Context: an optimization exercise on an open-source flow, tuned for small area and a short achievable clock period. The choices shown serve that exercise and are no tape-out recipe. The RTL was checked by simulation tests, not by an equivalence proof against the original design. Power and IR drop assume default switching activity.

Design rs_cluster, start of the top module:
module rs_cluster (
    input  logic         clk,
    input  logic         reset,
    input  logic         flush,
    input  logic         dispatch_valid,
    input  logic [1:0]   dispatch_unit,
    input  logic [5:0]   dispatch_ps1,
    input  logic         dispatch_ps1_valid,
    input  logic [5:0]   dispatch_ps2,
    input  logic         dispatch_ps2_valid,
    input  logic [5:0]   dispatch_pd,
    input  logic [4:0]   dispatch_rob_id,
    input  logic [3:0]   dispatch_op,
    input  logic [7:0]   dispatch_age,
    input  logic [3:0]   cdb_valid,
    input  logic [23:0]  cdb_pd,
    input  logic         alu_ready,
    input  logic         mul_ready,
    input  logic         div_ready,
    output logic         alu_issue_valid,
    output logic         mul_issue_valid,
    output logic         div_issue_valid,
    output logic [26:0]  alu_issue,
    output logic [26:0]  mul_issue,
    output logic [26:0]  div_issue,
    output logic         alu_full,
    output logic         mul_full,
    output logic         div_full
);
Size: roughly 1,400 cells after synthesis, roughly 160 I/O pins.
==> module rs_station, before the edit <==
module rs_station #(
    parameter int DEPTH        = 4,
    parameter bit OLDEST_FIRST = 1'b1
) (
    input  logic         clk,
    input  logic         kill,         
    input  logic         flush,
    input  logic         write,
    input  logic [5:0]   d_ps1,
    input  logic         d_ps1_rdy,    
    input  logic [5:0]   d_ps2,
    input  logic         d_ps2_rdy,
    input  logic [14:0]  d_rest,       
    input  logic [7:0]   d_age,
    input  logic [3:0]   cdb_valid,
    input  logic [23:0]  cdb_pd,
    input  logic         ready,
    output logic         issue_valid,
    output logic [26:0]  issue,
    output logic         full
);
    logic [DEPTH-1:0]        busy;
    logic [DEPTH-1:0][5:0]   ps1;
    logic [DEPTH-1:0][5:0]   ps2;
    logic [DEPTH-1:0]        v1;
    logic [DEPTH-1:0]        v2;
    logic [DEPTH-1:0][14:0]  rest;
    logic [DEPTH-1:0]        sel;
    logic                    any_rdy;
    logic [DEPTH-1:0]        hit1;
    logic [DEPTH-1:0]        hit2;
    logic [DEPTH-1:0]        alloc;
    logic [DEPTH-1:0]        busy_n;
    logic [DEPTH-1:0]        v1_n;
    logic [DEPTH-1:0]        v2_n;
    logic [DEPTH-1:0]        rdy_n;
    logic [DEPTH-1:0]        sel_n;
    logic [DEPTH*8-1:0]      age;
    logic [DEPTH*DEPTH-1:0]  older;
    logic [DEPTH*DEPTH-1:0]  older_n;
    for (genvar i = 0; i < DEPTH; i++) begin : g_wake
        rs_wakeup i_w1 (.tag(ps1[i]), .cdb_valid(cdb_valid), .cdb_pd(cdb_pd), .hit(hit1[i]));
        rs_wakeup i_w2 (.tag(ps2[i]), .cdb_valid(cdb_valid), .cdb_pd(cdb_pd), .hit(hit2[i]));
    end
    assign full        = &busy;
    assign issue_valid = any_rdy && ready && !flush;
    for (genvar i = 0; i < DEPTH; i++) begin : g_alloc
        if (i == 0) begin : g_first
            assign alloc[i] = !busy[i];
        end else begin : g_rest
            assign alloc[i] = !busy[i] & (&busy[i-1:0]);
        end
    end
    always_comb begin
        if (kill) begin
            busy_n = '0;
        end else begin
            busy_n = (busy & ~(sel & {DEPTH{ready}})) | (alloc & {DEPTH{write}});
        end
        for (int i = 0; i < DEPTH; i++) begin
            v1_n[i] = busy[i] ? (v1[i] | hit1[i]) : d_ps1_rdy;
            v2_n[i] = busy[i] ? (v2[i] | hit2[i]) : d_ps2_rdy;
        end
        rdy_n = busy_n & v1_n & v2_n;
    end
    if (OLDEST_FIRST) begin : g_age
        logic [DEPTH-1:0] beats;
        for (genvar k = 0; k < DEPTH; k++) begin : g_cmp
            logic tie;
            if (k == 0) begin : g_first
                assign tie = 1'b0;
            end else begin : g_rest
                assign tie = !(&busy[k-1:0]);
            end
            rs_age_cmp i_cmp (.a(d_age), .b(age[8*k +: 8]), .tie(tie), .lt(beats[k]));
        end
        for (genvar i = 0; i < DEPTH; i++) begin : g_row
            always_ff @(posedge clk) begin
                if (!busy[i]) begin
                    age[8*i +: 8] <= d_age;
                end
            end
            for (genvar j = i + 1; j < DEPTH; j++) begin : g_pair
                assign older_n[i*DEPTH+j] = !busy[i] ? beats[j] :
                                            !busy[j] ? !beats[i] : older[i*DEPTH+j];
                always_ff @(posedge clk) begin
                    older[i*DEPTH+j] <= older_n[i*DEPTH+j];
                end
            end
        end
        for (genvar i = 0; i < DEPTH; i++) begin : g_sel
            logic [DEPTH-1:0] wins;
            for (genvar j = 0; j < DEPTH; j++) begin : g_w
                if (j < i) begin : g_lo
                    assign wins[j] = !rdy_n[j] | !older_n[j*DEPTH+i];
                end else if (j > i) begin : g_hi
                    assign wins[j] = !rdy_n[j] | older_n[i*DEPTH+j];
                end else begin : g_self
                    assign wins[j] = rdy_n[i];
                end
            end
            assign sel_n[i] = &wins;
        end
    end else begin : g_index
        for (genvar i = 0; i < DEPTH; i++) begin : g_sel
            if (i == 0) begin : g_first
                assign sel_n[i] = rdy_n[i];
            end else begin : g_rest
                assign sel_n[i] = rdy_n[i] & ~|rdy_n[i-1:0];
            end
        end
    end
    always_comb begin
        issue = '0;
        for (int i = 0; i < DEPTH; i++) begin
            issue = issue | ({27{sel[i]}} & {ps1[i], ps2[i], rest[i]});
        end
    end
    always_ff @(posedge clk) begin
        for (int i = 0; i < DEPTH; i++) begin
            if (!busy[i]) begin
                ps1[i]  <= d_ps1;
                ps2[i]  <= d_ps2;
                rest[i] <= d_rest;
            end
        end
        v1      <= v1_n;
        v2      <= v2_n;
        busy    <= busy_n;
        sel     <= sel_n;
        any_rdy <= |rdy_n;
    end
endmodule
==> module rs_age_cmp, before the edit <==
module rs_age_cmp (
    input  logic [7:0] a,
    input  logic [7:0] b,
    input  logic       tie,
    output logic       lt
);
    always_comb begin
        lt = tie;
        for (int i = 0; i < 8; i++) begin
            lt = (a[i] ^ b[i]) ? b[i] : lt;
        end
    end
endmodule
Settings: LEC_CHECK=0, CAP_MARGIN=20, CORE_MARGIN=2, CORE_UTILIZATION=65, PLACE_DENSITY=0.75, SETUP_SLACK_MARGIN=5.0, SLEW_MARGIN=20; clock period 9.0 ns.
standard.sh (not shown) runs the stock make flow with config.mk's settings and CLKGATE_MAP_FILE= SYNTH_SCRIPT=/design/flow/synth_recipe.tcl, a recipe that flattens the netlist after the stock synthesis.
==> flow/flow/run.sh <==
#!/bin/bash
# The standard layout, with plain buf_1 cells as the port buffers and a clock
# tree without dummy loads.
set -euo pipefail
export BUFFER_PORTS_ARGS="-buffer_cell sky130_fd_sc_hd__buf_1"
export CTS_ARGS="-sink_clustering_enable -repair_clock_nets -dont_use_dummy_load -sink_clustering_size 24 -sink_clustering_max_diameter 150 -buf_list {sky130_fd_sc_hd__clkbuf_8 sky130_fd_sc_hd__clkbuf_16}"
bash standard.sh > standard_flow.log 2>&1
The starting point finished clean.
Next try:
--- a/flow/design.v
+++ b/flow/design.v
@@ -125,15 +125,10 @@
         rdy_n = busy_n & v1_n & v2_n;
     end
     if (OLDEST_FIRST) begin : g_age
-        logic [DEPTH-1:0] beats;
+        logic [DEPTH-1:0] a_lt;
+        logic [DEPTH-1:0] a_gt;
         for (genvar k = 0; k < DEPTH; k++) begin : g_cmp
-            logic tie;
-            if (k == 0) begin : g_first
-                assign tie = 1'b0;
-            end else begin : g_rest
-                assign tie = !(&busy[k-1:0]);
-            end
-            rs_age_cmp i_cmp (.a(d_age), .b(age[8*k +: 8]), .tie(tie), .lt(beats[k]));
+            rs_age_cmp i_cmp (.a(d_age), .b(age[8*k +: 8]), .lt(a_lt[k]), .gt(a_gt[k]));
         end
         for (genvar i = 0; i < DEPTH; i++) begin : g_row
             always_ff @(posedge clk) begin
@@ -142,8 +137,8 @@
                 end
             end
             for (genvar j = i + 1; j < DEPTH; j++) begin : g_pair
-                assign older_n[i*DEPTH+j] = !busy[i] ? beats[j] :
-                                            !busy[j] ? !beats[i] : older[i*DEPTH+j];
+                assign older_n[i*DEPTH+j] = !busy[i] ? !a_gt[j] :
+                                            !busy[j] ? !a_lt[i] : older[i*DEPTH+j];
                 always_ff @(posedge clk) begin
                     older[i*DEPTH+j] <= older_n[i*DEPTH+j];
                 end
@@ -195,13 +190,15 @@
 module rs_age_cmp (
     input  logic [7:0] a,
     input  logic [7:0] b,
-    input  logic       tie,
-    output logic       lt
-);
-    always_comb begin
-        lt = tie;
+    output logic       lt,
+    output logic       gt
+);
+    always_comb begin
+        lt = 1'b0;
+        gt = 1'b0;
         for (int i = 0; i < 8; i++) begin
             lt = (a[i] ^ b[i]) ? b[i] : lt;
+            gt = (a[i] ^ b[i]) ? a[i] : gt;
         end
     end
 endmodule
=>
- total power is about the same
- worst setup slack got worse by 0.051 ns
- die area goes down by 0.39%
- combinational power goes down by about 1%
- sequential power is about the same
- cell count goes down by 1.1%
- synthesized cell count goes down by 1.5%
- non-clock buffer count goes up by 4
- cell area goes down by 0.38%
- maximum frequency goes down by 1.2%
- clock-buffer cell count does not change
- utilization is about the same
- global-route usage goes up by 1.6 points

job 104:
rs_cluster again, from the RTL that the note above started with.
clock: 9.0 ns
lec_check: 0
cap_margin: 20
core_margin: 2
core_utilization: 65
place_density: 0.75
setup_slack_margin: 5.0
slew_margin: 20
==> flow/flow/run.sh <==
#!/bin/bash
# The standard layout, with plain buf_1 cells as the port buffers, a clock
# tree without dummy loads and the ready/flush/issue_valid ports side by side.
set -euo pipefail
export BUFFER_PORTS_ARGS="-buffer_cell sky130_fd_sc_hd__buf_1"
export CTS_ARGS="-sink_clustering_enable -repair_clock_nets -dont_use_dummy_load -sink_clustering_size 24 -sink_clustering_max_diameter 150 -buf_list {sky130_fd_sc_hd__clkbuf_8 sky130_fd_sc_hd__clkbuf_16}"
export PRE_IO_PLACEMENT_TCL="$(pwd)/flow/io.tcl"
bash standard.sh > standard_flow.log 2>&1
==> flow/flow/io.tcl <==
# Keep the ports of the paths from inputs straight to outputs (unit ready and
# flush to issue_valid) next to each other.
set_io_pin_constraint -group -order -pin_names {alu_issue_valid alu_ready flush mul_ready mul_issue_valid div_ready div_issue_valid}
Relative to job 104, the following input files were edited for job 102:
diff --git a/flow/design.v b/flow/design.v
--- a/flow/design.v
+++ b/flow/design.v
@@ -86,9 +86,8 @@
     logic [DEPTH-1:0]        v1;
     logic [DEPTH-1:0]        v2;
     logic [DEPTH-1:0][14:0]  rest;
     logic [DEPTH-1:0]        sel;
-    logic                    any_rdy;
     logic [DEPTH-1:0]        hit1;
     logic [DEPTH-1:0]        hit2;
     logic [DEPTH-1:0]        alloc;
     logic [DEPTH-1:0]        busy_n;
@@ -103,9 +102,9 @@
         rs_wakeup i_w1 (.tag(ps1[i]), .cdb_valid(cdb_valid), .cdb_pd(cdb_pd), .hit(hit1[i]));
         rs_wakeup i_w2 (.tag(ps2[i]), .cdb_valid(cdb_valid), .cdb_pd(cdb_pd), .hit(hit2[i]));
     end
     assign full        = &busy;
-    assign issue_valid = any_rdy && ready && !flush;
+    assign issue_valid = (|sel) && ready && !flush;
     for (genvar i = 0; i < DEPTH; i++) begin : g_alloc
         if (i == 0) begin : g_first
             assign alloc[i] = !busy[i];
         end else begin : g_rest
@@ -188,9 +187,8 @@
         v1      <= v1_n;
         v2      <= v2_n;
         busy    <= busy_n;
         sel     <= sel_n;
-        any_rdy <= |rdy_n;
     end
 endmodule
 module rs_age_cmp (
     input  logic [7:0] a,
==> notes.md <==
In the metrics for job 104 and job 102, the one carrying the lower number of buffers added by the clock tree synthesis step is job 102.
First-pass GRT wire length: lower on job 102
Sequential power across job 104 and job 102: no real change.
Job 104 → job 102: worst setup slack +0.0084 ns; area enclosed by the die boundary +0.70%.
[job 102 vs job 104] horizontal die dimension: higher in job 102
The pin count of the biggest net entering global routing in job 102 sits 2 above the value recorded for job 104.
Job 102 against job 104: switching power of the nets fell 1.6%, count of state elements after synthesis fell 3, multiplexer fraction of the synthesized cell area about even, aggregate global-route resource usage fell 0.18 points.
Of job 104 and job 102, the run reporting the higher total of cells resized after clock tree synthesis was job 102.

separate check: timing with driven ports:
The flow's constraints put no driver on any port. The routed layouts listed below were extracted and timed again, unchanged, in two steps. Step 1: set_driving_cell puts a clkbuf_16 on clk and a buf_2 on each other input, an assumption about the parent block. Step 2 also shifts input and output timing later by t, the mid clock arrival at the registers, as if the neighbouring blocks saw the same clock. Slacks: ideal / step 1 / step 2; pairs: ideal / step 1.
| run | t, ns | setup WS [ns] | clock arrival spread, ns |
|---|---|---|---|
| the first run of note 1 | 0.528 | 4.945 / 4.904 / 4.615 | 0.055 / 0.055 |
| the second run of note 1 | 0.506 | 4.894 / 4.845 / 4.604 | 0.069 / 0.069 |
| job 104 | 0.520 | 4.985 / 4.943 / 4.702 | 0.057 / 0.057 |
| job 102 | 0.534 | 4.994 / 4.954 / 4.563 | 0.044 / 0.045 |
After both steps every run listed still meets setup and hold. The setup slack of job 102, which loses most, moves by -0.040 ns with the drivers and by -0.431 ns with both steps.
